This is an optimization exercise on Yosys and OpenROAD, whose aim is small area, not a production implementation. Only simulation tests tie the RTL to the original design; equivalence was not proved. No activity file was given, so power comes from the tool's default toggle rates.

==> flow/design.v (outline; a module is shown in full before it is edited, if it fits) <==
// module sobol_gen_cfg: 31 lines
// module sobol_gen_core: 1259 lines
// module sobol_sequence_generator_top: 119 lines
module sobol_sequence_generator_top #(
  parameter int NUM_DIMS = 8
) (
  input  logic                                 clk,
  input  logic                                 rst_n,
  input  logic                                 in_valid,
  output logic                                 in_stall,
  input  logic                                 in_restart,
  output logic                                 out_valid,
  input  logic                                 out_stall,
  output logic [31:0]                          out_point_index,
  output logic                                 out_last_point,
  output logic [31:0]                          out_coord_0,
  output logic [31:0]                          out_coord_1,
  output logic [31:0]                          out_coord_2,
  output logic [31:0]                          out_coord_3,
  output logic [31:0]                          out_coord_4,
  output logic [31:0]                          out_coord_5,
  output logic [31:0]                          out_coord_6,
  output logic [31:0]                          out_coord_7,
  input  logic                                 psel,
  input  logic                                 penable,
  input  logic                                 pwrite,
  input  logic [sobol_gen_pkg::CFG_ADDR_W-1:0] paddr,
  input  logic [sobol_gen_pkg::CFG_DATA_W-1:0] pwdata,
  output logic [sobol_gen_pkg::CFG_DATA_W-1:0] prdata,
  output logic                                 pready
);
  // ...
==> flow/flow/run.sh <==
#!/bin/bash
# The standard layout (standard.sh: ORFS with the standard flow's config), with these changes:
# - the port buffers buffer_ports inserts are the smallest buffer, buf_1,
#   instead of the tool's default pick; every port still gets its buffer;
# - after synthesis, flow/downsize.tcl swaps each upsized combinational cell
#   for its family's smallest size (same function) and splits each
#   three-input XOR cell into two two-input XORs (smaller); the flow's own
#   repair steps then resize or buffer what slew, capacitance and timing need;
# - during placement (flow/smallbuf.tcl) repair buffers only with buf_1/buf_2
#   (or clkbuf_1/clkbuf_2), not larger buffers or delay cells;
# - clock tree synthesis without dummy loads.
# Registers are untouched: the netlist keeps the standard synthesis's flops.
set -euo pipefail
bash standard.sh 'BUFFER_PORTS_ARGS=-buffer_cell sky130_fd_sc_hd__buf_1' \
  "POST_SYNTH_TCL=$(pwd)/flow/downsize.tcl" \
  "PRE_GLOBAL_PLACE_TCL=$(pwd)/flow/smallbuf.tcl" \
  "PRE_RESIZE_TCL=$(pwd)/flow/smallbuf.tcl" \
  'CTS_ARGS=-sink_clustering_enable -repair_clock_nets -buf_list sky130_fd_sc_hd__clkbuf_8 -dont_use_dummy_load' \
  finish > orfs_make.log 2>&1
==> flow/flow/smallbuf.tcl <==
set_dont_use [get_lib_cells {sky130_fd_sc_hd__buf_4 sky130_fd_sc_hd__buf_6 sky130_fd_sc_hd__buf_8 sky130_fd_sc_hd__buf_12 sky130_fd_sc_hd__buf_16 sky130_fd_sc_hd__clkbuf_4 sky130_fd_sc_hd__clkbuf_8 sky130_fd_sc_hd__clkbuf_16 sky130_fd_sc_hd__dlygate4sd* sky130_fd_sc_hd__dlymetal6s* sky130_fd_sc_hd__clkdlybuf4s* sky130_fd_sc_hd__bufbuf_* sky130_fd_sc_hd__bufinv_*}]
==> flow/standard.sh <==
#!/bin/bash
# synth_recipe.tcl (not shown) runs the flow's synth.tcl, then flattens the netlist and writes it again
# the make line also repeats each setting of config.mk as NAME=value (left out here)
make -C /OpenROAD-flow-scripts/flow DESIGN_CONFIG=/design/flow/config.mk WORK_HOME=/design/flow/orfs CLKGATE_MAP_FILE= SYNTH_SCRIPT=/design/flow/synth_recipe.tcl "${@:-finish}"
==> flow/config.mk <==
export PLATFORM = sky130hd
export DESIGN_NAME = sobol_sequence_generator_top
export DESIGN_NICKNAME = sobol_sequence_generator_top
export VERILOG_FILES = /design/flow/design.v
export SDC_FILE = /design/flow/constraint.sdc
export NUM_CORES = 4
export LEC_CHECK = 0
export CAP_MARGIN = 20
export CORE_MARGIN = 2
export CORE_UTILIZATION = 65
export CTS_BUF_LIST = sky130_fd_sc_hd__clkbuf_8
export PLACE_DENSITY = 0.8
export SLEW_MARGIN = 20
==> flow/constraint.sdc <==
create_clock -name core_clock -period 7.0 [get_ports {clk}]
set_input_delay 1.4000 -clock core_clock [delete_from_list [all_inputs] [get_ports {clk}]]
set_output_delay 1.4000 -clock core_clock [all_outputs]
set_load 0.01 [all_outputs]
Not shown: flow/flow/downsize.tcl
==> metrics.cfg, run 1 <==
[pwr]
p_per_area_mw_per_mm2=379
p_clk_share_pct=5.6
p_int_mw=2.08
switching_share_pct=55.2
peakVddDrop_mv=0.458

[final_layout]
clk_share_pct=1.01
nets=1807
layout_commonest_cell=buf_1
inverters_excl_clock=14
multi_input_area_mm2=0.00844
final_cells=1898
multi_input_area_share_pct=69.0
largestRegisters=idx x32, u_cfg.run_len_n x32, u_cfg.dims x4

[setup_path]
cp_top_family=XOR/XNOR gates
crit_chain=ha_1, xor2_1, xnor2_1, xnor2_1, xnor2_1, xnor2_1, xnor2_1, nor2_1, buf_1
end_kind=primary output
crit_cells=9
critPathArrivalTime_ns=4.55
reg2reg_depth=9
critPathLaunch=idx[26]
cp_max_fo=11

[clocking]
clockRootBuffer=clkbuf_8
clock-sinks=73

[grt]
grt_pass1_vias=11000
grt_antenna_before_repair=0
overflow=0
grt_pass1_wl_mm=64.3

[sta]
relSlewSlack_pct=17.7
clock_skew_ns=0.0152
min_period_ns=5.95
setup_tns_ns=0
setup_viol=0

[die]
die_area_mm2=0.0173
start_util_pct=66.6

[job]
drv_cap=0

[route]
drc=0
drtIter0Drc=1289
wl_per_cell_um=22.7
vias=11700

[min_path]
worstHoldEndpoint=out_valid_r
hold_path_class=flop to flop

[status]
status=complete, no violations

==> inputs of run 2 (changes only) <==
==> flow/design.v (replaced) <==
package sobol_gen_pkg;
  localparam int MAX_DIMS      = 8;
  localparam int FRACTION_BITS = 32;
  localparam int DIMS_W        = 4;
  localparam int CFG_ADDR_W    = 4;
  localparam int CFG_DATA_W    = 32;
  localparam logic [1:0] REG_DIMS    = 2'd0;
  localparam logic [1:0] REG_RUN_LEN = 2'd1;
  localparam logic [1:0] REG_SEEK    = 2'd2;
endpackage
module sobol_gen_cfg (
  input  logic        clk,
  input  logic        rst_n,
  input  logic        wr_en,
  input  logic [1:0]  reg_sel,
  input  logic [31:0] pwdata,
  input  logic [31:0] next_index,
  output logic [31:0] prdata,
  output logic [3:0]  dims,
  output logic [31:0] run_len
);
  logic [31:0] run_len_n;
  assign run_len = ~run_len_n;
  always_ff @(posedge clk) begin
    if (!rst_n) begin
      dims      <= 4'd8;
      run_len_n <= '0;
    end else if (wr_en) begin
      if (reg_sel == sobol_gen_pkg::REG_DIMS)    dims      <= pwdata[3:0];
      if (reg_sel == sobol_gen_pkg::REG_RUN_LEN) run_len_n <= ~pwdata;
    end
  end
  always_comb begin
    case (reg_sel)
      sobol_gen_pkg::REG_DIMS:    prdata = {28'b0, dims};
      sobol_gen_pkg::REG_RUN_LEN: prdata = run_len;
      sobol_gen_pkg::REG_SEEK:    prdata = next_index;
      default:                    prdata = '0;
    endcase
  end
endmodule
module sobol_gen_core (
  input  logic [31:0]  n,
  output logic [255:0] w
);
  logic t32;
  logic t33;
  logic t34;
  logic t35;
  logic t36;
  logic t37;
  logic t38;
  logic t39;
  logic t40;
  logic t41;
  logic t42;
  logic t43;
  logic t44;
  logic t45;
  logic t46;
  logic t47;
  logic t48;
  logic t49;
  logic t50;
  logic t51;
  logic t52;
  logic t53;
  logic t54;
  logic t55;
  logic t56;
  logic t57;
  logic t58;
  logic t59;
  logic t60;
  logic t61;
  logic t62;
  logic t63;
  logic t64;
  logic t65;
  logic t66;
  logic t67;
  logic t68;
  logic t69;
  logic t70;
  logic t71;
  logic t72;
  logic t73;
  logic t74;
  logic t75;
  logic t76;
  logic t77;
  logic t78;
  logic t79;
  logic t80;
  logic t81;
  logic t82;
  logic t83;
  logic t84;
  logic t85;
  logic t86;
  logic t87;
  logic t88;
  logic t89;
  logic t90;
  logic t91;
  logic t92;
  logic t93;
  logic t94;
  logic t95;
  logic t96;
  logic t97;
  logic t98;
  logic t99;
  logic t100;
  logic t101;
  logic t102;
  logic t103;
  logic t104;
  logic t105;
  logic t106;
  logic t107;
  logic t108;
  logic t109;
  logic t110;
  logic t111;
  logic t112;
  logic t113;
  logic t114;
  logic t115;
  logic t116;
  logic t117;
  logic t118;
  logic t119;
  logic t120;
  logic t121;
  logic t122;
  logic t123;
  logic t124;
  logic t125;
  logic t126;
  logic t127;
  logic t128;
  logic t129;
  logic t130;
  logic t131;
  logic t132;
  logic t133;
  logic t134;
  logic t135;
  logic t136;
  logic t137;
  logic t138;
  logic t139;
  logic t140;
  logic t141;
  logic t142;
  logic t143;
  logic t144;
  logic t145;
  logic t146;
  logic t147;
  logic t148;
  logic t149;
  logic t150;
  logic t151;
  logic t152;
  logic t153;
  logic t154;
  logic t155;
  logic t156;
  logic t157;
  logic t158;
  logic t159;
  logic t160;
  logic t161;
  logic t162;
  logic t163;
  logic t164;
  logic t165;
  logic t166;
  logic t167;
  logic t168;
  logic t169;
  logic t170;
  logic t171;
  logic t172;
  logic t173;
  logic t174;
  logic t175;
  logic t176;
  logic t177;
  logic t178;
  logic t179;
  logic t180;
  logic t181;
  logic t182;
  logic t183;
  logic t184;
  logic t185;
  logic t186;
  logic t187;
  logic t188;
  logic t189;
  logic t190;
  logic t191;
  logic t192;
  logic t193;
  logic t194;
  logic t195;
  logic t196;
  logic t197;
  logic t198;
  logic t199;
  logic t200;
  logic t201;
  logic t202;
  logic t203;
  logic t204;
  logic t205;
  logic t206;
  logic t207;
  logic t208;
  logic t209;
  logic t210;
  logic t211;
  logic t212;
  logic t213;
  logic t214;
  logic t215;
  logic t216;
  logic t217;
  logic t218;
  logic t219;
  logic t220;
  logic t221;
  logic t222;
  logic t223;
  logic t224;
  logic t225;
  logic t226;
  logic t227;
  logic t228;
  logic t229;
  logic t230;
  logic t231;
  logic t232;
  logic t233;
  logic t234;
  logic t235;
  logic t236;
  logic t237;
  logic t238;
  logic t239;
  logic t240;
  logic t241;
  logic t242;
  logic t243;
  logic t244;
  logic t245;
  logic t246;
  logic t247;
  logic t248;
  logic t249;
  logic t250;
  logic t251;
  logic t252;
  logic t253;
  logic t254;
  logic t255;
  logic t256;
  logic t257;
  logic t258;
  logic t259;
  logic t260;
  logic t261;
  logic t262;
  logic t263;
  logic t264;
  logic t265;
  logic t266;
  logic t267;
  logic t268;
  logic t269;
  logic t270;
  logic t271;
  logic t272;
  logic t273;
  logic t274;
  logic t275;
  logic t276;
  logic t277;
  logic t278;
  logic t279;
  logic t280;
  logic t281;
  logic t282;
  logic t283;
  logic t284;
  logic t285;
  logic t286;
  logic t287;
  logic t288;
  logic t289;
  logic t290;
  logic t291;
  logic t292;
  logic t293;
  logic t294;
  logic t295;
  logic t296;
  logic t297;
  logic t298;
  logic t299;
  logic t300;
  logic t301;
  logic t302;
  logic t303;
  logic t304;
  logic t305;
  logic t306;
  logic t307;
  logic t308;
  logic t309;
  logic t310;
  logic t311;
  logic t312;
  logic t313;
  logic t314;
  logic t315;
  logic t316;
  logic t317;
  logic t318;
  logic t319;
  logic t320;
  logic t321;
  logic t322;
  logic t323;
  logic t324;
  logic t325;
  logic t326;
  logic t327;
  logic t328;
  logic t329;
  logic t330;
  logic t331;
  logic t332;
  logic t333;
  logic t334;
  logic t335;
  logic t336;
  logic t337;
  logic t338;
  logic t339;
  logic t340;
  logic t341;
  logic t342;
  logic t343;
  logic t344;
  logic t345;
  logic t346;
  logic t347;
  logic t348;
  logic t349;
  logic t350;
  logic t351;
  logic t352;
  logic t353;
  logic t354;
  logic t355;
  logic t356;
  logic t357;
  logic t358;
  logic t359;
  logic t360;
  logic t361;
  logic t362;
  logic t363;
  logic t364;
  logic t365;
  logic t366;
  logic t367;
  logic t368;
  logic t369;
  logic t370;
  logic t371;
  logic t372;
  logic t373;
  logic t374;
  logic t375;
  logic t376;
  logic t377;
  logic t378;
  logic t379;
  logic t380;
  logic t381;
  logic t382;
  logic t383;
  logic t384;
  logic t385;
  logic t386;
  logic t387;
  logic t388;
  logic t389;
  logic t390;
  logic t391;
  logic t392;
  logic t393;
  logic t394;
  logic t395;
  logic t396;
  logic t397;
  logic t398;
  logic t399;
  logic t400;
  logic t401;
  logic t402;
  logic t403;
  logic t404;
  logic t405;
  logic t406;
  logic t407;
  logic t408;
  logic t409;
  logic t410;
  logic t411;
  logic t412;
  logic t413;
  logic t414;
  logic t415;
  logic t416;
  logic t417;
  logic t418;
  logic t419;
  logic t420;
  logic t421;
  logic t422;
  logic t423;
  logic t424;
  logic t425;
  logic t426;
  logic t427;
  logic t428;
  logic t429;
  logic t430;
  logic t431;
  logic t432;
  logic t433;
  logic t434;
  logic t435;
  logic t436;
  logic t437;
  logic t438;
  logic t439;
  logic t440;
  logic t441;
  logic t442;
  logic t443;
  logic t444;
  logic t445;
  logic t446;
  logic t447;
  logic t448;
  logic t449;
  logic t450;
  logic t451;
  logic t452;
  logic t453;
  logic t454;
  logic t455;
  logic t456;
  logic t457;
  logic t458;
  logic t459;
  logic t460;
  logic t461;
  logic t462;
  logic t463;
  logic t464;
  logic t465;
  logic t466;
  logic t467;
  logic t468;
  logic t469;
  logic t470;
  logic t471;
  logic t472;
  logic t473;
  logic t474;
  logic t475;
  logic t476;
  logic t477;
  logic t478;
  logic t479;
  logic t480;
  logic t481;
  logic t482;
  logic t483;
  logic t484;
  logic t485;
  logic t486;
  logic t487;
  logic t488;
  logic t489;
  logic t490;
  logic t491;
  logic t492;
  logic t493;
  logic t494;
  logic t495;
  logic t496;
  logic t497;
  logic t498;
  logic t499;
  logic t500;
  logic t501;
  logic t502;
  logic t503;
  logic t504;
  logic t505;
  logic t506;
  logic t507;
  logic t508;
  logic t509;
  logic t510;
  logic t511;
  logic t512;
  logic t513;
  logic t514;
  logic t515;
  logic t516;
  logic t517;
  logic t518;
  logic t519;
  logic t520;
  logic t521;
  logic t522;
  logic t523;
  logic t524;
  logic t525;
  assign t32 = n[0] ^ n[1];
  assign t33 = n[1] ^ n[2];
  assign t34 = n[2] ^ n[3];
  assign t35 = n[3] ^ n[4];
  assign t36 = n[4] ^ n[5];
  assign t37 = n[5] ^ n[6];
  assign t38 = n[6] ^ n[7];
  assign t39 = n[7] ^ n[8];
  assign t40 = n[8] ^ n[9];
  assign t41 = n[9] ^ n[10];
  assign t42 = n[10] ^ n[11];
  assign t43 = n[11] ^ n[12];
  assign t44 = n[12] ^ n[13];
  assign t45 = n[13] ^ n[14];
  assign t46 = n[14] ^ n[15];
  assign t47 = n[15] ^ n[16];
  assign t48 = n[16] ^ n[17];
  assign t49 = n[17] ^ n[18];
  assign t50 = n[18] ^ n[19];
  assign t51 = n[19] ^ n[20];
  assign t52 = n[20] ^ n[21];
  assign t53 = n[21] ^ n[22];
  assign t54 = n[22] ^ n[23];
  assign t55 = n[23] ^ n[24];
  assign t56 = n[24] ^ n[25];
  assign t57 = n[25] ^ n[26];
  assign t58 = n[26] ^ n[27];
  assign t59 = n[27] ^ n[28];
  assign t60 = n[28] ^ n[29];
  assign t61 = n[29] ^ n[30];
  assign t62 = n[30] ^ n[31];
  assign t63 = t51 ^ t55;
  assign t64 = t50 ^ t54;
  assign t65 = n[31] ^ t59;
  assign t66 = t53 ^ t61;
  assign t67 = t46 ^ t58;
  assign t68 = t45 ^ t57;
  assign t69 = t48 ^ t52;
  assign t70 = t44 ^ t56;
  assign t71 = t60 ^ t62;
  assign t72 = t47 ^ t59;
  assign t73 = t41 ^ t49;
  assign t74 = n[31] ^ t55;
  assign t75 = t39 ^ t43;
  assign t76 = t58 ^ t64;
  assign t77 = t38 ^ t40;
  assign t78 = t36 ^ t42;
  assign t79 = t47 ^ t65;
  assign t80 = t61 ^ t68;
  assign t81 = t54 ^ t63;
  assign t82 = t45 ^ t66;
  assign t83 = t47 ^ t74;
  assign t84 = t60 ^ t67;
  assign t85 = t49 ^ t62;
  assign t86 = t43 ^ t63;
  assign t87 = t35 ^ t37;
  assign t88 = n[31] ^ t51;
  assign t89 = t38 ^ t64;
  assign t90 = t44 ^ t52;
  assign t91 = t50 ^ t67;
  assign t92 = t42 ^ t73;
  assign t93 = t39 ^ t53;
  assign t94 = t69 ^ t70;
  assign t95 = t57 ^ t66;
  assign t96 = t58 ^ t62;
  assign t97 = t62 ^ t67;
  assign t98 = t43 ^ t51;
  assign t99 = t40 ^ t78;
  assign t100 = t46 ^ t54;
  assign t101 = t70 ^ t84;
  assign t102 = t63 ^ t75;
  assign t103 = t52 ^ t55;
  assign t104 = t56 ^ t61;
  assign t105 = t49 ^ t61;
  assign t106 = t57 ^ t65;
  assign t107 = t72 ^ t80;
  assign t108 = t56 ^ t60;
  assign t109 = t36 ^ t90;
  assign t110 = t68 ^ t73;
  assign t111 = t37 ^ t59;
  assign t112 = t41 ^ t79;
  assign t113 = t49 ^ t53;
  assign t114 = t70 ^ t76;
  assign t115 = t51 ^ t112;
  assign t116 = t39 ^ t107;
  assign t117 = t52 ^ t66;
  assign t118 = t34 ^ t69;
  assign t119 = t75 ^ t82;
  assign t120 = t46 ^ t64;
  assign t121 = n[12] ^ n[28];
  assign t122 = t61 ^ t65;
  assign t123 = t60 ^ t117;
  assign t124 = t58 ^ t81;
  assign t125 = t79 ^ t102;
  assign t126 = t39 ^ t83;
  assign t127 = t48 ^ t71;
  assign t128 = t41 ^ t111;
  assign t129 = t45 ^ t48;
  assign t130 = t63 ^ t65;
  assign t131 = t33 ^ t75;
  assign t132 = t62 ^ t66;
  assign t133 = t55 ^ t73;
  assign t134 = t68 ^ t91;
  assign t135 = t57 ^ t87;
  assign t136 = t40 ^ t71;
  assign t137 = t52 ^ t91;
  assign t138 = t77 ^ t78;
  assign t139 = t63 ^ t93;
  assign t140 = t37 ^ t81;
  assign t141 = t76 ^ t77;
  assign t142 = t99 ^ t114;
  assign t143 = t35 ^ t89;
  assign t144 = t72 ^ t77;
  assign t145 = t44 ^ t60;
  assign t146 = t56 ^ t76;
  assign t147 = t59 ^ t86;
  assign t148 = t66 ^ t115;
  assign t149 = t88 ^ t135;
  assign t150 = t83 ^ t85;
  assign t151 = t54 ^ t69;
  assign t152 = t72 ^ t98;
  assign t153 = t109 ^ t141;
  assign t154 = n[22] ^ n[24];
  assign t155 = n[28] ^ t96;
  assign t156 = t50 ^ t127;
  assign t157 = t52 ^ t54;
  assign t158 = t59 ^ t61;
  assign t159 = n[29] ^ t56;
  assign t160 = n[16] ^ n[24];
  assign t161 = t128 ^ t139;
  assign t162 = n[20] ^ t105;
  assign t163 = n[21] ^ t74;
  assign t164 = t37 ^ t82;
  assign t165 = t68 ^ t86;
  assign t166 = t43 ^ t80;
  assign t167 = n[28] ^ t57;
  assign t168 = t43 ^ t65;
  assign t169 = t73 ^ t82;
  assign t170 = t90 ^ t120;
  assign t171 = t45 ^ t161;
  assign t172 = t43 ^ t97;
  assign t173 = t118 ^ t131;
  assign t174 = t38 ^ t62;
  assign t175 = t100 ^ t126;
  assign t176 = t106 ^ t107;
  assign t177 = t54 ^ t84;
  assign t178 = t68 ^ t144;
  assign t179 = t34 ^ t97;
  assign t180 = n[31] ^ t102;
  assign t181 = t92 ^ t134;
  assign t182 = t36 ^ t131;
  assign t183 = t55 ^ t92;
  assign t184 = t53 ^ t100;
  assign t185 = t33 ^ t93;
  assign t186 = t32 ^ t78;
  assign t187 = t63 ^ t72;
  assign t188 = t73 ^ t129;
  assign t189 = t34 ^ t77;
  assign t190 = t75 ^ t113;
  assign t191 = t149 ^ t190;
  assign t192 = t128 ^ t165;
  assign t193 = t45 ^ t184;
  assign t194 = t147 ^ t181;
  assign t195 = t95 ^ t150;
  assign t196 = t56 ^ t78;
  assign t197 = t34 ^ t40;
  assign t198 = t119 ^ t133;
  assign t199 = t110 ^ t196;
  assign t200 = t55 ^ t113;
  assign t201 = t35 ^ t55;
  assign t202 = t137 ^ t138;
  assign t203 = n[17] ^ n[29];
  assign t204 = t46 ^ t94;
  assign t205 = t72 ^ t75;
  assign t206 = t193 ^ t194;
  assign t207 = t33 ^ t98;
  assign t208 = t50 ^ t118;
  assign t209 = t63 ^ t116;
  assign t210 = t89 ^ t101;
  assign t211 = t45 ^ t140;
  assign t212 = t48 ^ t110;
  assign t213 = t50 ^ t63;
  assign t214 = t49 ^ t130;
  assign t215 = t62 ^ t76;
  assign t216 = n[24] ^ t163;
  assign t217 = t156 ^ t203;
  assign t218 = n[24] ^ n[28];
  assign t219 = n[31] ^ t61;
  assign t220 = t60 ^ t106;
  assign t221 = n[16] ^ n[30];
  assign t222 = n[21] ^ t160;
  assign t223 = t108 ^ t137;
  assign t224 = t42 ^ t172;
  assign t225 = t95 ^ t107;
  assign t226 = t42 ^ t62;
  assign t227 = t65 ^ t81;
  assign t228 = t42 ^ t152;
  assign t229 = t44 ^ t195;
  assign t230 = t47 ^ t183;
  assign t231 = t99 ^ t118;
  assign t232 = n[15] ^ t163;
  assign t233 = t77 ^ t212;
  assign t234 = t151 ^ t176;
  assign t235 = t46 ^ t89;
  assign t236 = n[22] ^ t122;
  assign t237 = t48 ^ t195;
  assign t238 = t72 ^ t81;
  assign t239 = t60 ^ t70;
  assign t240 = t40 ^ t169;
  assign t241 = t53 ^ t74;
  assign t242 = t67 ^ t88;
  assign t243 = n[20] ^ t72;
  assign t244 = t60 ^ t162;
  assign t245 = t49 ^ t83;
  assign t246 = t70 ^ t72;
  assign t247 = t166 ^ t213;
  assign t248 = t77 ^ t204;
  assign t249 = t65 ^ t96;
  assign t250 = t61 ^ t106;
  assign t251 = t241 ^ t249;
  assign t252 = n[8] ^ t160;
  assign t253 = n[4] ^ t121;
  assign t254 = t160 ^ t180;
  assign t255 = t252 ^ t253;
  assign t256 = t79 ^ t224;
  assign t257 = t43 ^ t79;
  assign t258 = t66 ^ t74;
  assign t259 = t112 ^ t166;
  assign t260 = t42 ^ t179;
  assign t261 = t143 ^ t260;
  assign t262 = t95 ^ t214;
  assign t263 = t154 ^ t262;
  assign t264 = n[16] ^ t121;
  assign t265 = n[30] ^ t154;
  assign t266 = n[20] ^ t218;
  assign t267 = t125 ^ t169;
  assign t268 = t33 ^ t267;
  assign t269 = t58 ^ t71;
  assign t270 = t125 ^ t261;
  assign t271 = t174 ^ t175;
  assign t272 = n[28] ^ n[31];
  assign t273 = t130 ^ t215;
  assign t274 = t54 ^ t96;
  assign t275 = n[14] ^ t221;
  assign t276 = t40 ^ t188;
  assign t277 = t184 ^ t276;
  assign t278 = t135 ^ t268;
  assign t279 = t106 ^ t159;
  assign t280 = n[31] ^ t47;
  assign t281 = t126 ^ t164;
  assign t282 = t47 ^ t55;
  assign t283 = t97 ^ t223;
  assign t284 = t42 ^ t170;
  assign t285 = n[21] ^ t108;
  assign t286 = t76 ^ t162;
  assign t287 = t88 ^ t95;
  assign t288 = t55 ^ t65;
  assign t289 = n[25] ^ t203;
  assign t290 = t52 ^ t287;
  assign t291 = n[19] ^ t130;
  assign t292 = t98 ^ t277;
  assign t293 = t35 ^ t125;
  assign t294 = t90 ^ t193;
  assign t295 = t177 ^ t231;
  assign t296 = t79 ^ t169;
  assign t297 = t165 ^ t296;
  assign t298 = t92 ^ t180;
  assign t299 = t253 ^ t254;
  assign t300 = t147 ^ t225;
  assign t301 = t170 ^ t230;
  assign t302 = t132 ^ t298;
  assign t303 = t79 ^ t301;
  assign t304 = t89 ^ t302;
  assign t305 = t115 ^ t186;
  assign t306 = n[25] ^ t158;
  assign t307 = t143 ^ t305;
  assign t308 = t95 ^ t217;
  assign t309 = t62 ^ t120;
  assign t310 = t200 ^ t309;
  assign t311 = n[20] ^ t255;
  assign t312 = t149 ^ t297;
  assign t313 = t268 ^ t300;
  assign t314 = t295 ^ t313;
  assign t315 = t68 ^ t307;
  assign t316 = n[13] ^ t222;
  assign t317 = t104 ^ t167;
  assign t318 = t219 ^ t220;
  assign t319 = t185 ^ t315;
  assign t320 = t127 ^ t319;
  assign t321 = t48 ^ t145;
  assign t322 = t82 ^ t213;
  assign t323 = t37 ^ t304;
  assign t324 = t42 ^ t76;
  assign t325 = t142 ^ t147;
  assign t326 = t48 ^ t109;
  assign t327 = t142 ^ t158;
  assign t328 = t166 ^ t191;
  assign t329 = t54 ^ t103;
  assign t330 = t70 ^ t320;
  assign t331 = n[27] ^ t62;
  assign t332 = n[21] ^ n[24];
  assign t333 = t36 ^ t192;
  assign t334 = t88 ^ t216;
  assign t335 = n[26] ^ t65;
  assign t336 = t44 ^ t96;
  assign t337 = t321 ^ t322;
  assign t338 = t208 ^ t333;
  assign t339 = t336 ^ t338;
  assign t340 = t113 ^ t234;
  assign t341 = t192 ^ t314;
  assign t342 = t38 ^ t339;
  assign t343 = t64 ^ t232;
  assign t344 = t48 ^ t310;
  assign t345 = t205 ^ t235;
  assign t346 = t32 ^ t182;
  assign t347 = t72 ^ t327;
  assign t348 = t185 ^ t191;
  assign t349 = t205 ^ t206;
  assign t350 = t325 ^ t326;
  assign t351 = t108 ^ t122;
  assign t352 = t57 ^ t214;
  assign t353 = t310 ^ t351;
  assign t354 = n[26] ^ t219;
  assign t355 = t123 ^ t178;
  assign t356 = t120 ^ t346;
  assign t357 = t327 ^ t328;
  assign t358 = n[27] ^ t106;
  assign t359 = t347 ^ t348;
  assign t360 = t174 ^ t208;
  assign t361 = t74 ^ t129;
  assign t362 = t146 ^ t361;
  assign t363 = t123 ^ t215;
  assign t364 = t355 ^ t356;
  assign t365 = t54 ^ t132;
  assign t366 = t132 ^ t227;
  assign t367 = t76 ^ t366;
  assign t368 = t40 ^ t152;
  assign t369 = t212 ^ t368;
  assign t370 = t168 ^ t199;
  assign t371 = t201 ^ t370;
  assign t372 = t37 ^ t153;
  assign t373 = t107 ^ t207;
  assign t374 = t74 ^ t123;
  assign t375 = t54 ^ t229;
  assign t376 = t62 ^ t362;
  assign t377 = t70 ^ t369;
  assign t378 = n[16] ^ t123;
  assign t379 = t89 ^ t226;
  assign t380 = t91 ^ t228;
  assign t381 = t101 ^ t191;
  assign t382 = t50 ^ t186;
  assign t383 = t153 ^ t191;
  assign t384 = t75 ^ t194;
  assign t385 = t232 ^ t353;
  assign t386 = n[25] ^ t122;
  assign t387 = n[31] ^ t60;
  assign t388 = t287 ^ t289;
  assign t389 = n[28] ^ t154;
  assign t390 = t360 ^ t371;
  assign t391 = t381 ^ t382;
  assign t392 = t153 ^ t171;
  assign t393 = t103 ^ t155;
  assign t394 = n[26] ^ t71;
  assign t395 = t372 ^ t373;
  assign t396 = t114 ^ t233;
  assign t397 = n[25] ^ t124;
  assign t398 = t61 ^ t62;
  assign t399 = t79 ^ t97;
  assign t400 = n[30] ^ t59;
  assign t401 = t217 ^ t263;
  assign t402 = t61 ^ t74;
  assign t403 = n[27] ^ t216;
  assign t404 = t209 ^ t210;
  assign t405 = t279 ^ t367;
  assign t406 = t286 ^ t303;
  assign t407 = t120 ^ t135;
  assign t408 = n[9] ^ t83;
  assign t409 = t254 ^ t408;
  assign t410 = t105 ^ t115;
  assign t411 = t194 ^ t410;
  assign t412 = t79 ^ t239;
  assign t413 = n[28] ^ t104;
  assign t414 = t83 ^ t172;
  assign t415 = t146 ^ t237;
  assign t416 = t120 ^ t411;
  assign t417 = t79 ^ t90;
  assign t418 = t67 ^ t417;
  assign t419 = t94 ^ t116;
  assign t420 = t78 ^ t124;
  assign t421 = t136 ^ t418;
  assign t422 = t87 ^ t119;
  assign t423 = t210 ^ t422;
  assign t424 = t104 ^ t197;
  assign t425 = t188 ^ t189;
  assign t426 = t323 ^ t409;
  assign t427 = t39 ^ t407;
  assign t428 = t103 ^ t424;
  assign t429 = t92 ^ t428;
  assign t430 = t419 ^ t420;
  assign t431 = t81 ^ t108;
  assign t432 = t32 ^ t71;
  assign t433 = t128 ^ t423;
  assign t434 = n[31] ^ t425;
  assign t435 = t427 ^ t429;
  assign t436 = t99 ^ t432;
  assign t437 = t185 ^ t434;
  assign t438 = t431 ^ t437;
  assign t439 = t80 ^ t97;
  assign t440 = t265 ^ t290;
  assign t441 = t62 ^ t157;
  assign t442 = t36 ^ t438;
  assign t443 = t44 ^ t100;
  assign t444 = t209 ^ t443;
  assign t445 = t57 ^ t108;
  assign t446 = t76 ^ t236;
  assign t447 = t124 ^ t244;
  assign t448 = t94 ^ t121;
  assign t449 = t160 ^ t251;
  assign t450 = t55 ^ t57;
  assign t451 = t60 ^ t65;
  assign t452 = t94 ^ t168;
  assign t453 = n[6] ^ t266;
  assign t454 = t275 ^ t453;
  assign t455 = t35 ^ t182;
  assign t456 = t436 ^ t444;
  assign t457 = t91 ^ t238;
  assign t458 = t42 ^ t187;
  assign t459 = t94 ^ t458;
  assign t460 = n[26] ^ t158;
  assign t461 = t267 ^ t326;
  assign t462 = t253 ^ t365;
  assign t463 = n[26] ^ t163;
  assign t464 = t150 ^ t173;
  assign t465 = t461 ^ t462;
  assign t466 = t87 ^ t202;
  assign t467 = t95 ^ t466;
  assign t468 = n[22] ^ n[26];
  assign t469 = t121 ^ t169;
  assign t470 = t177 ^ t198;
  assign t471 = t56 ^ t189;
  assign t472 = t448 ^ t455;
  assign t473 = t229 ^ t472;
  assign t474 = t96 ^ t459;
  assign t475 = t470 ^ t471;
  assign t476 = n[25] ^ t96;
  assign t477 = t32 ^ t40;
  assign t478 = t76 ^ t477;
  assign t479 = t87 ^ t464;
  assign t480 = t86 ^ t467;
  assign t481 = t54 ^ t220;
  assign t482 = t478 ^ t479;
  assign t483 = n[18] ^ t454;
  assign t484 = t85 ^ t247;
  assign t485 = t127 ^ t473;
  assign t486 = t60 ^ t241;
  assign t487 = t65 ^ t159;
  assign t488 = t145 ^ t242;
  assign t489 = t204 ^ t284;
  assign t490 = t104 ^ t157;
  assign t491 = t253 ^ t300;
  assign t492 = t368 ^ t491;
  assign t493 = t392 ^ t465;
  assign t494 = t146 ^ t439;
  assign t495 = t50 ^ t62;
  assign t496 = t136 ^ t137;
  assign t497 = t68 ^ t156;
  assign t498 = t178 ^ t204;
  assign t499 = t108 ^ t240;
  assign t500 = t203 ^ t243;
  assign t501 = n[31] ^ t155;
  assign t502 = t66 ^ t201;
  assign t503 = t41 ^ t498;
  assign t504 = t502 ^ t503;
  assign t505 = t75 ^ t197;
  assign t506 = t88 ^ t156;
  assign t507 = t105 ^ t242;
  assign t508 = t74 ^ t155;
  assign t509 = t47 ^ t211;
  assign t510 = t101 ^ t505;
  assign t511 = t52 ^ t510;
  assign t512 = t488 ^ t489;
  assign t513 = n[31] ^ t164;
  assign t514 = t348 ^ t496;
  assign t515 = t148 ^ t248;
  assign t516 = t209 ^ t245;
  assign t517 = t64 ^ t109;
  assign t518 = t513 ^ t514;
  assign t519 = t202 ^ t492;
  assign t520 = t179 ^ t517;
  assign t521 = t32 ^ t520;
  assign t522 = t509 ^ t511;
  assign t523 = t105 ^ t246;
  assign t524 = t493 ^ t494;
  assign t525 = t148 ^ t521;
  assign w[0] = n[31];
  assign w[1] = t62;
  assign w[2] = t61;
  assign w[3] = t60;
  assign w[4] = t59;
  assign w[5] = t58;
  assign w[6] = t57;
  assign w[7] = t56;
  assign w[8] = t55;
  assign w[9] = t54;
  assign w[10] = t53;
  assign w[11] = t52;
  assign w[12] = t51;
  assign w[13] = t50;
  assign w[14] = t49;
  assign w[15] = t48;
  assign w[16] = t47;
  assign w[17] = t46;
  assign w[18] = t45;
  assign w[19] = t44;
  assign w[20] = t43;
  assign w[21] = t42;
  assign w[22] = t41;
  assign w[23] = t40;
  assign w[24] = t39;
  assign w[25] = t38;
  assign w[26] = t37;
  assign w[27] = t36;
  assign w[28] = t35;
  assign w[29] = t34;
  assign w[30] = t33;
  assign w[31] = t32;
  assign w[32] = n[31];
  assign w[33] = n[30];
  assign w[34] = t219;
  assign w[35] = n[28];
  assign w[36] = t65;
  assign w[37] = t249;
  assign w[38] = t250;
  assign w[39] = n[24];
  assign w[40] = t74;
  assign w[41] = t265;
  assign w[42] = t258;
  assign w[43] = t266;
  assign w[44] = t130;
  assign w[45] = t273;
  assign w[46] = t262;
  assign w[47] = n[16];
  assign w[48] = t280;
  assign w[49] = t275;
  assign w[50] = t176;
  assign w[51] = t264;
  assign w[52] = t257;
  assign w[53] = t256;
  assign w[54] = t259;
  assign w[55] = t252;
  assign w[56] = t126;
  assign w[57] = t271;
  assign w[58] = t281;
  assign w[59] = t311;
  assign w[60] = t293;
  assign w[61] = t270;
  assign w[62] = t278;
  assign w[63] = n[0];
  assign w[64] = n[31];
  assign w[65] = t62;
  assign w[66] = n[29];
  assign w[67] = t272;
  assign w[68] = t122;
  assign w[69] = t269;
  assign w[70] = t306;
  assign w[71] = t279;
  assign w[72] = t288;
  assign w[73] = t274;
  assign w[74] = t285;
  assign w[75] = t291;
  assign w[76] = t287;
  assign w[77] = t283;
  assign w[78] = t286;
  assign w[79] = t308;
  assign w[80] = t282;
  assign w[81] = t100;
  assign w[82] = t316;
  assign w[83] = t294;
  assign w[84] = t300;
  assign w[85] = t284;
  assign w[86] = t301;
  assign w[87] = t292;
  assign w[88] = t180;
  assign w[89] = t379;
  assign w[90] = t323;
  assign w[91] = t299;
  assign w[92] = t312;
  assign w[93] = t295;
  assign w[94] = t341;
  assign w[95] = t330;
  assign w[96] = n[31];
  assign w[97] = n[30];
  assign w[98] = t61;
  assign w[99] = t60;
  assign w[100] = t331;
  assign w[101] = t335;
  assign w[102] = t318;
  assign w[103] = t317;
  assign w[104] = t55;
  assign w[105] = t54;
  assign w[106] = t332;
  assign w[107] = t329;
  assign w[108] = t334;
  assign w[109] = t213;
  assign w[110] = t200;
  assign w[111] = t151;
  assign w[112] = t343;
  assign w[113] = t344;
  assign w[114] = t340;
  assign w[115] = t337;
  assign w[116] = t147;
  assign w[117] = t324;
  assign w[118] = t206;
  assign w[119] = t350;
  assign w[120] = t349;
  assign w[121] = t345;
  assign w[122] = t192;
  assign w[123] = t142;
  assign w[124] = t357;
  assign w[125] = t342;
  assign w[126] = t359;
  assign w[127] = t364;
  assign w[128] = n[31];
  assign w[129] = t62;
  assign w[130] = t219;
  assign w[131] = n[28];
  assign w[132] = n[27];
  assign w[133] = t354;
  assign w[134] = t358;
  assign w[135] = t351;
  assign w[136] = t74;
  assign w[137] = t265;
  assign w[138] = t365;
  assign w[139] = t374;
  assign w[140] = t366;
  assign w[141] = t363;
  assign w[142] = t352;
  assign w[143] = t378;
  assign w[144] = t415;
  assign w[145] = t385;
  assign w[146] = t376;
  assign w[147] = t375;
  assign w[148] = t152;
  assign w[149] = t380;
  assign w[150] = t181;
  assign w[151] = t377;
  assign w[152] = t384;
  assign w[153] = t396;
  assign w[154] = t171;
  assign w[155] = t392;
  assign w[156] = t383;
  assign w[157] = t390;
  assign w[158] = t395;
  assign w[159] = t391;
  assign w[160] = n[31];
  assign w[161] = n[30];
  assign w[162] = t398;
  assign w[163] = t387;
  assign w[164] = t400;
  assign w[165] = t394;
  assign w[166] = t386;
  assign w[167] = t413;
  assign w[168] = t402;
  assign w[169] = t389;
  assign w[170] = t403;
  assign w[171] = t393;
  assign w[172] = t397;
  assign w[173] = t405;
  assign w[174] = t388;
  assign w[175] = t401;
  assign w[176] = t79;
  assign w[177] = t399;
  assign w[178] = t439;
  assign w[179] = t412;
  assign w[180] = t414;
  assign w[181] = t416;
  assign w[182] = t406;
  assign w[183] = t421;
  assign w[184] = t209;
  assign w[185] = t404;
  assign w[186] = t426;
  assign w[187] = t430;
  assign w[188] = t433;
  assign w[189] = t435;
  assign w[190] = t442;
  assign w[191] = t456;
  assign w[192] = n[31];
  assign w[193] = n[30];
  assign w[194] = n[29];
  assign w[195] = t60;
  assign w[196] = t451;
  assign w[197] = t460;
  assign w[198] = t167;
  assign w[199] = t445;
  assign w[200] = t450;
  assign w[201] = t468;
  assign w[202] = t463;
  assign w[203] = t441;
  assign w[204] = t440;
  assign w[205] = t446;
  assign w[206] = t447;
  assign w[207] = t449;
  assign w[208] = t187;
  assign w[209] = t457;
  assign w[210] = t448;
  assign w[211] = t94;
  assign w[212] = t452;
  assign w[213] = t474;
  assign w[214] = t469;
  assign w[215] = t499;
  assign w[216] = t198;
  assign w[217] = t483;
  assign w[218] = t465;
  assign w[219] = t202;
  assign w[220] = t480;
  assign w[221] = t475;
  assign w[222] = t485;
  assign w[223] = t482;
  assign w[224] = n[31];
  assign w[225] = t62;
  assign w[226] = t61;
  assign w[227] = t60;
  assign w[228] = t59;
  assign w[229] = t501;
  assign w[230] = t476;
  assign w[231] = t487;
  assign w[232] = t508;
  assign w[233] = t481;
  assign w[234] = t486;
  assign w[235] = t490;
  assign w[236] = t88;
  assign w[237] = t495;
  assign w[238] = t105;
  assign w[239] = t506;
  assign w[240] = t500;
  assign w[241] = t507;
  assign w[242] = t497;
  assign w[243] = t523;
  assign w[244] = t484;
  assign w[245] = t512;
  assign w[246] = t148;
  assign w[247] = t496;
  assign w[248] = t516;
  assign w[249] = t515;
  assign w[250] = t519;
  assign w[251] = t524;
  assign w[252] = t504;
  assign w[253] = t522;
  assign w[254] = t518;
  assign w[255] = t525;
endmodule
module sobol_sequence_generator_top #(
  parameter int NUM_DIMS = 8
) (
  input  logic                                 clk,
  input  logic                                 rst_n,
  input  logic                                 in_valid,
  output logic                                 in_stall,
  input  logic                                 in_restart,
  output logic                                 out_valid,
  input  logic                                 out_stall,
  output logic [31:0]                          out_point_index,
  output logic                                 out_last_point,
  output logic [31:0]                          out_coord_0,
  output logic [31:0]                          out_coord_1,
  output logic [31:0]                          out_coord_2,
  output logic [31:0]                          out_coord_3,
  output logic [31:0]                          out_coord_4,
  output logic [31:0]                          out_coord_5,
  output logic [31:0]                          out_coord_6,
  output logic [31:0]                          out_coord_7,
  input  logic                                 psel,
  input  logic                                 penable,
  input  logic                                 pwrite,
  input  logic [sobol_gen_pkg::CFG_ADDR_W-1:0] paddr,
  input  logic [sobol_gen_pkg::CFG_DATA_W-1:0] pwdata,
  output logic [sobol_gen_pkg::CFG_DATA_W-1:0] prdata,
  output logic                                 pready
);
  logic        in_valid_r, out_valid_r, restart_r, lst, sk;
  logic [31:0] idx;
  logic [3:0]  dims;
  logic [31:0] run_len;
  logic        load, in_take, clr, last, wr_en, seek_we, cin;
  logic [32:0] cy;       
  logic [31:0] nxt;      
  logic [31:0] n_new;    
  logic [255:0] w;
  logic [31:0] csa_s;
  logic [32:0] csa_c, csa_sum;
  assign pready  = 1'b1;
  assign wr_en   = psel & penable & pwrite;
  assign seek_we = wr_en & (paddr[3:2] == sobol_gen_pkg::REG_SEEK);
  sobol_gen_cfg u_cfg (
    .clk        (clk),
    .rst_n      (rst_n),
    .wr_en      (wr_en),
    .reg_sel    (paddr[3:2]),
    .pwdata     (pwdata),
    .next_index (lst ? 32'd0 : nxt),
    .prdata     (prdata),
    .dims       (dims),
    .run_len    (run_len)
  );
  assign load     = in_valid_r & (~out_valid_r | ~out_stall);
  assign in_stall = in_valid_r & ~load;
  assign in_take  = in_valid & ~in_stall;
  assign clr      = restart_r | lst;
  assign cin      = ~sk;
  for (genvar i = 0; i <= 32; i++) begin : g_cy
    if (i == 0) begin : g_lo
      assign cy[i] = cin;
    end else begin : g_hi
      assign cy[i] = cin & (&idx[i-1:0]);
    end
  end
  assign nxt   = idx ^ cy[31:0];
  assign n_new = clr ? 32'd0 : nxt;
  always_comb begin
    for (int i = 0; i < 32; i++) begin
      if (i == 1) csa_s[i] = ~(idx[i] ^ ~run_len[i]);
      else        csa_s[i] = idx[i] ^ ~run_len[i];
    end
    csa_c[0] = 1'b0;
    for (int i = 0; i < 32; i++) begin
      if (i == 1) csa_c[i+1] = idx[i] | ~run_len[i];
      else        csa_c[i+1] = idx[i] & ~run_len[i];
    end
  end
  assign csa_sum = {1'b0, csa_s} + {1'b0, csa_c[31:0]} + {32'd0, cin};
  assign last    = clr ? ~|run_len[31:1] : (csa_sum[32] | csa_c[32]);
  always_ff @(posedge clk) begin
    if (!rst_n) begin
      in_valid_r  <= 1'b0;
      out_valid_r <= 1'b0;
      lst         <= 1'b1;
      sk          <= 1'b0;
    end else begin
      in_valid_r  <= in_take | (in_valid_r & ~load);
      out_valid_r <= load | (out_valid_r & out_stall);
      if (seek_we) begin
        lst <= 1'b0;
        sk  <= 1'b1;
      end else if (load) begin
        lst <= last;
        sk  <= 1'b0;
      end
    end
  end
  always_ff @(posedge clk) begin
    if (in_take) restart_r <= in_restart;
    if (seek_we)   idx <= pwdata;
    else if (load) idx <= n_new;
  end
  sobol_gen_core u_core (
    .n (idx),
    .w (w)
  );
  assign out_valid       = out_valid_r;
  assign out_point_index = idx;
  assign out_last_point  = lst;
  assign out_coord_0     = (dims > 4'd0) ? w[0*32 +: 32] : 32'd0;
  assign out_coord_1     = (dims > 4'd1) ? w[1*32 +: 32] : 32'd0;
  assign out_coord_2     = (dims > 4'd2) ? w[2*32 +: 32] : 32'd0;
  assign out_coord_3     = (dims > 4'd3) ? w[3*32 +: 32] : 32'd0;
  assign out_coord_4     = (dims > 4'd4) ? w[4*32 +: 32] : 32'd0;
  assign out_coord_5     = (dims > 4'd5) ? w[5*32 +: 32] : 32'd0;
  assign out_coord_6     = (dims > 4'd6) ? w[6*32 +: 32] : 32'd0;
  assign out_coord_7     = (dims > 4'd7) ? w[7*32 +: 32] : 32'd0;
endmodule
==> flow/flow/run.sh (replaced) <==
#!/bin/bash
# The standard layout (standard.sh: ORFS with the standard flow's config), with these changes:
# - the port buffers buffer_ports inserts are the smallest buffer, buf_1,
#   instead of the tool's default pick; every port still gets its buffer;
# - after synthesis, flow/downsize.tcl swaps each upsized combinational cell
#   for its family's smallest size (same function); the flow's own repair
#   steps then resize or buffer what slew, capacitance and timing need;
# - during placement (flow/smallbuf.tcl) repair buffers only with buf_1/buf_2
#   (or clkbuf_1/clkbuf_2), not larger buffers or delay cells;
# - clock tree synthesis without dummy loads.
# Registers are untouched: the netlist keeps the standard synthesis's flops.
set -euo pipefail
bash standard.sh 'BUFFER_PORTS_ARGS=-buffer_cell sky130_fd_sc_hd__buf_1' \
  "POST_SYNTH_TCL=$(pwd)/flow/downsize.tcl" \
  "PRE_GLOBAL_PLACE_TCL=$(pwd)/flow/smallbuf.tcl" \
  "PRE_RESIZE_TCL=$(pwd)/flow/smallbuf.tcl" \
  'CTS_ARGS=-sink_clustering_enable -repair_clock_nets -buf_list sky130_fd_sc_hd__clkbuf_8 -dont_use_dummy_load' \
  finish > orfs_make.log 2>&1
--- a/flow/flow/downsize.tcl
+++ b/flow/flow/downsize.tcl
@@ -197,42 +197,8 @@
 foreach inst [[ord::get_db_block] getInsts] {
   set m [[$inst getMaster] getName]
   if { [dict exists $ds_map $m] } {
     replace_cell [$inst getName] [dict get $ds_map $m]
     incr ds_count
   }
 }
 puts "downsize.tcl: swapped $ds_count cells for their smallest size"
-# Split each three-input XOR/XNOR cell (23.8 um2) into two two-input ones
-# (17.5 um2): X = A ^ B ^ C becomes t = A ^ B, X = t ^ C (xnor3: X = ~(t ^ C)).
-set ds_db [ord::get_db]
-set ds_block [ord::get_db_block]
-set ds_xor2 [$ds_db findMaster sky130_fd_sc_hd__xor2_1]
-set ds_xnor2 [$ds_db findMaster sky130_fd_sc_hd__xnor2_1]
-set ds_split 0
-foreach inst [$ds_block getInsts] {
-  set m [[$inst getMaster] getName]
-  if { ![string match sky130_fd_sc_hd__xor3_* $m] && ![string match sky130_fd_sc_hd__xnor3_* $m] } { continue }
-  set na [[$inst findITerm A] getNet]
-  set nb [[$inst findITerm B] getNet]
-  set nc [[$inst findITerm C] getNet]
-  set nx [[$inst findITerm X] getNet]
-  set name [$inst getName]
-  set t [odb::dbNet_create $ds_block "${name}_s3t"]
-  set i1 [odb::dbInst_create $ds_block $ds_xor2 "${name}_s3a"]
-  if { [string match *xnor3* $m] } {
-    set i2 [odb::dbInst_create $ds_block $ds_xnor2 "${name}_s3b"]
-    set o2 Y
-  } else {
-    set i2 [odb::dbInst_create $ds_block $ds_xor2 "${name}_s3b"]
-    set o2 X
-  }
-  odb::dbInst_destroy $inst
-  [$i1 findITerm A] connect $na
-  [$i1 findITerm B] connect $nb
-  [$i1 findITerm X] connect $t
-  [$i2 findITerm A] connect $t
-  [$i2 findITerm B] connect $nc
-  [$i2 findITerm $o2] connect $nx
-  incr ds_split
-}
-puts "split3.tcl: split $ds_split three-input XOR cells"
==> run 2 against run 1 <==
Effect of this change:
- wire length shrank 0.20%
- area after synthesis is 0.65% lower
- sequential power up 1%
- clock power about the same
- count of clock-buffer cells in the layout unchanged
- combinational power hardly changed
- worst setup slack better by 0.012 ns
- critical path type unchanged
- largest power group unchanged
==> metrics.cfg, run 2 <==
[logic_synthesis]
syn_area_mm2=0.0105
syn_nets=1462
syn_inst=1339
synth.avg_cell_area_um2=7.85
yosysWarnings=2

[sta]
fmax_mhz=169
min_period_ns=5.93  ; -0.0117 ns
holdWs_ns=0.496
setup_viol=0  ; unchanged
final_hold_viol_count=0
tightest_slew_ns=1.16
rsz0062_at_grt=false
fin_crit_sh_pct=84.8
clock_skew_ns=0.0149  ; -0.000271 ns
final_max_slew_viol_count=0
fin_ws_ns=1.07
relSlewSlack_pct=22.2  ; +4.5 points
setup_tns_ns=0  ; unchanged

[final_layout]
nets=1796  ; -0.61%
layout_commonest_cell=buf_1
largestRegisters=idx x32, u_cfg.run_len_n x32, u_cfg.dims x4
antenna_cells=0
finalInstanceArea_mm2=0.0121
fillers=1171
area_growth_pct=15.6
mostFrequentLayoutCells=buf_1 (410), xnor2_1 (362), nor2_1 (269)
drive_above_1_share_pct=1.86

[clocking]
cts_setup_buffers=0
cts_buffers=9
cts_tree=yes
clock_path_buffers=2
htree_levels=3
ctsHoldBuffers=0
cts_resized=0
clk_pin_slew_ns=0.07
clockRootBuffer=clkbuf_8
clock-sinks=73  ; unchanged
clkLatencyLatePin_ns=0.37

[die]
die_area_mm2=0.0172  ; -0.63%
ios=368
core-area_mm2=0.0158
row_count=46
die_h_um=131
die_w_um=131
start_util_pct=66.4  ; -0.19 points

[job]
drv_cap=0  ; unchanged

[route]
first_pass_iters=6
vias=11500  ; -1.5%
drtAntennaViolNets=0
drtIter0Drc=1227  ; -4.8%
wl_per_cell_um=22.8  ; +0.38%
post_drt_via_cell_ratio=6.10
drt_wl_total_mm=43.0
drc=0  ; unchanged

[place]
port_buffers=364
post-place-ws_ns=1.68
globalplace.congestion=1.02
dp_hpwl_mm=33.5
placed_area_mm2=0.0120

[setup_path]
cp-start-kind=flop
cp_max_fo=17  ; +6
cp.required_ns=5.60
end_kind=primary output
reg2reg_slack_ns=3.31
crit_type=flop to primary output
critPathArrivalTime_ns=4.53  ; -0.02 ns

[pwr]
power.leakage_nw=4.49
p_per_area_mw_per_mm2=383  ; +0.93%
peakVddDrop_mv=0.659  ; +44%
total_power_mw=4.65

[grt]
grt_pass1_vias=10900  ; -0.97%
grt_max_degree=44
grt_usage_pct=48.0
grt_antenna_before_repair=0  ; unchanged
grt_pass1_wl_mm=64.0  ; -0.49%
overflow=0  ; unchanged

[min_path]
hold_path_class=flop to flop

[status]
status=complete, no violations

run 2: changes by cell type in the layout (fill, tap and decap cells not counted), sizes merged, moves of 4 or more:
cell / delta
a21o: -4
nand3: -5
nand2: +4
xnor2: -19
run 2: power by group:
part,switching [mW],internal (mW)
logic,2.37,1.51
registers,0.0437,0.463
clock network,0.143,0.115
run 2: per-stage QoR:
stage                     util [%]  instances
after floorplan                  -       1339
after global placement        75.9       1878
after detailed placement      75.9       1878
after CTS                     76.7       1887
after global routing          76.8       1887
final                         76.8       1887
run 2: layout make-up:
class | count | area, um^2 | area share, %
timing repair buffer | 414 | 1560 | 12.8
clock buffer | 9 | 124 | 1.02
sequential | 73 | 1790 | 14.7
inverter | 14 | 52.6 | 0.433
multi-input combinational | 1161 | 8350 | 68.7
tap | 216 | 270 | 2.22
run 2: worst paths after layout:
check | from | end | cells past startpoint
max | idx[28] | out_coord_5[15] | 9
min | in_valid_r | out_valid_r | 2
max reg2reg | idx[6] | idx[31] | 9
min reg2reg | in_valid_r | out_valid_r | 2
run 2: per-layer routing:
metal	global-route usage (%)	part of all wire [%]	vias to the layer above
li1	-	-	5001
met1	58.0	35	5289
met2	79.6	47	997
met3	8.45	11	231
met4	29.5	7.1	0
met5	0	0	-
run 2: critical path, stage by stage (launching register included):
cell and delay [ns]:
edfxtp_1 0.74, ha_1 0.76, clkinv_1 0.43, xnor2_1 1.03, xnor2_1 0.34, xnor2_1 0.22, xnor2_1 0.25, xnor2_1 0.11
nor2_1 0.11, buf_1 0.16

-- afterwards: timing with drivers on the ports --
No port has a modelled driver above. Below, the same layouts with a new extraction and two added sets of constraints. Step 1 assumes that a clkbuf_16 drives the clock port and a buf_2 every other input. Step 2, shift: input delay + t, output delay - t, t = (earliest + latest rising clock arrival at the registers) / 2. This alone moves slack from input paths to output paths. a / b / c = ideal ports / drivers / drivers and shift; a / b = the first two.
run | shift t [ns] | setup slack, ns | worst setup path after step 2
run 1 | 0.395 | 1.054 / 1.021 / 1.416 | register to output
run 2 | 0.396 | 1.066 / 1.029 / 1.424 | register to output
After both steps every run listed still meets setup and hold.
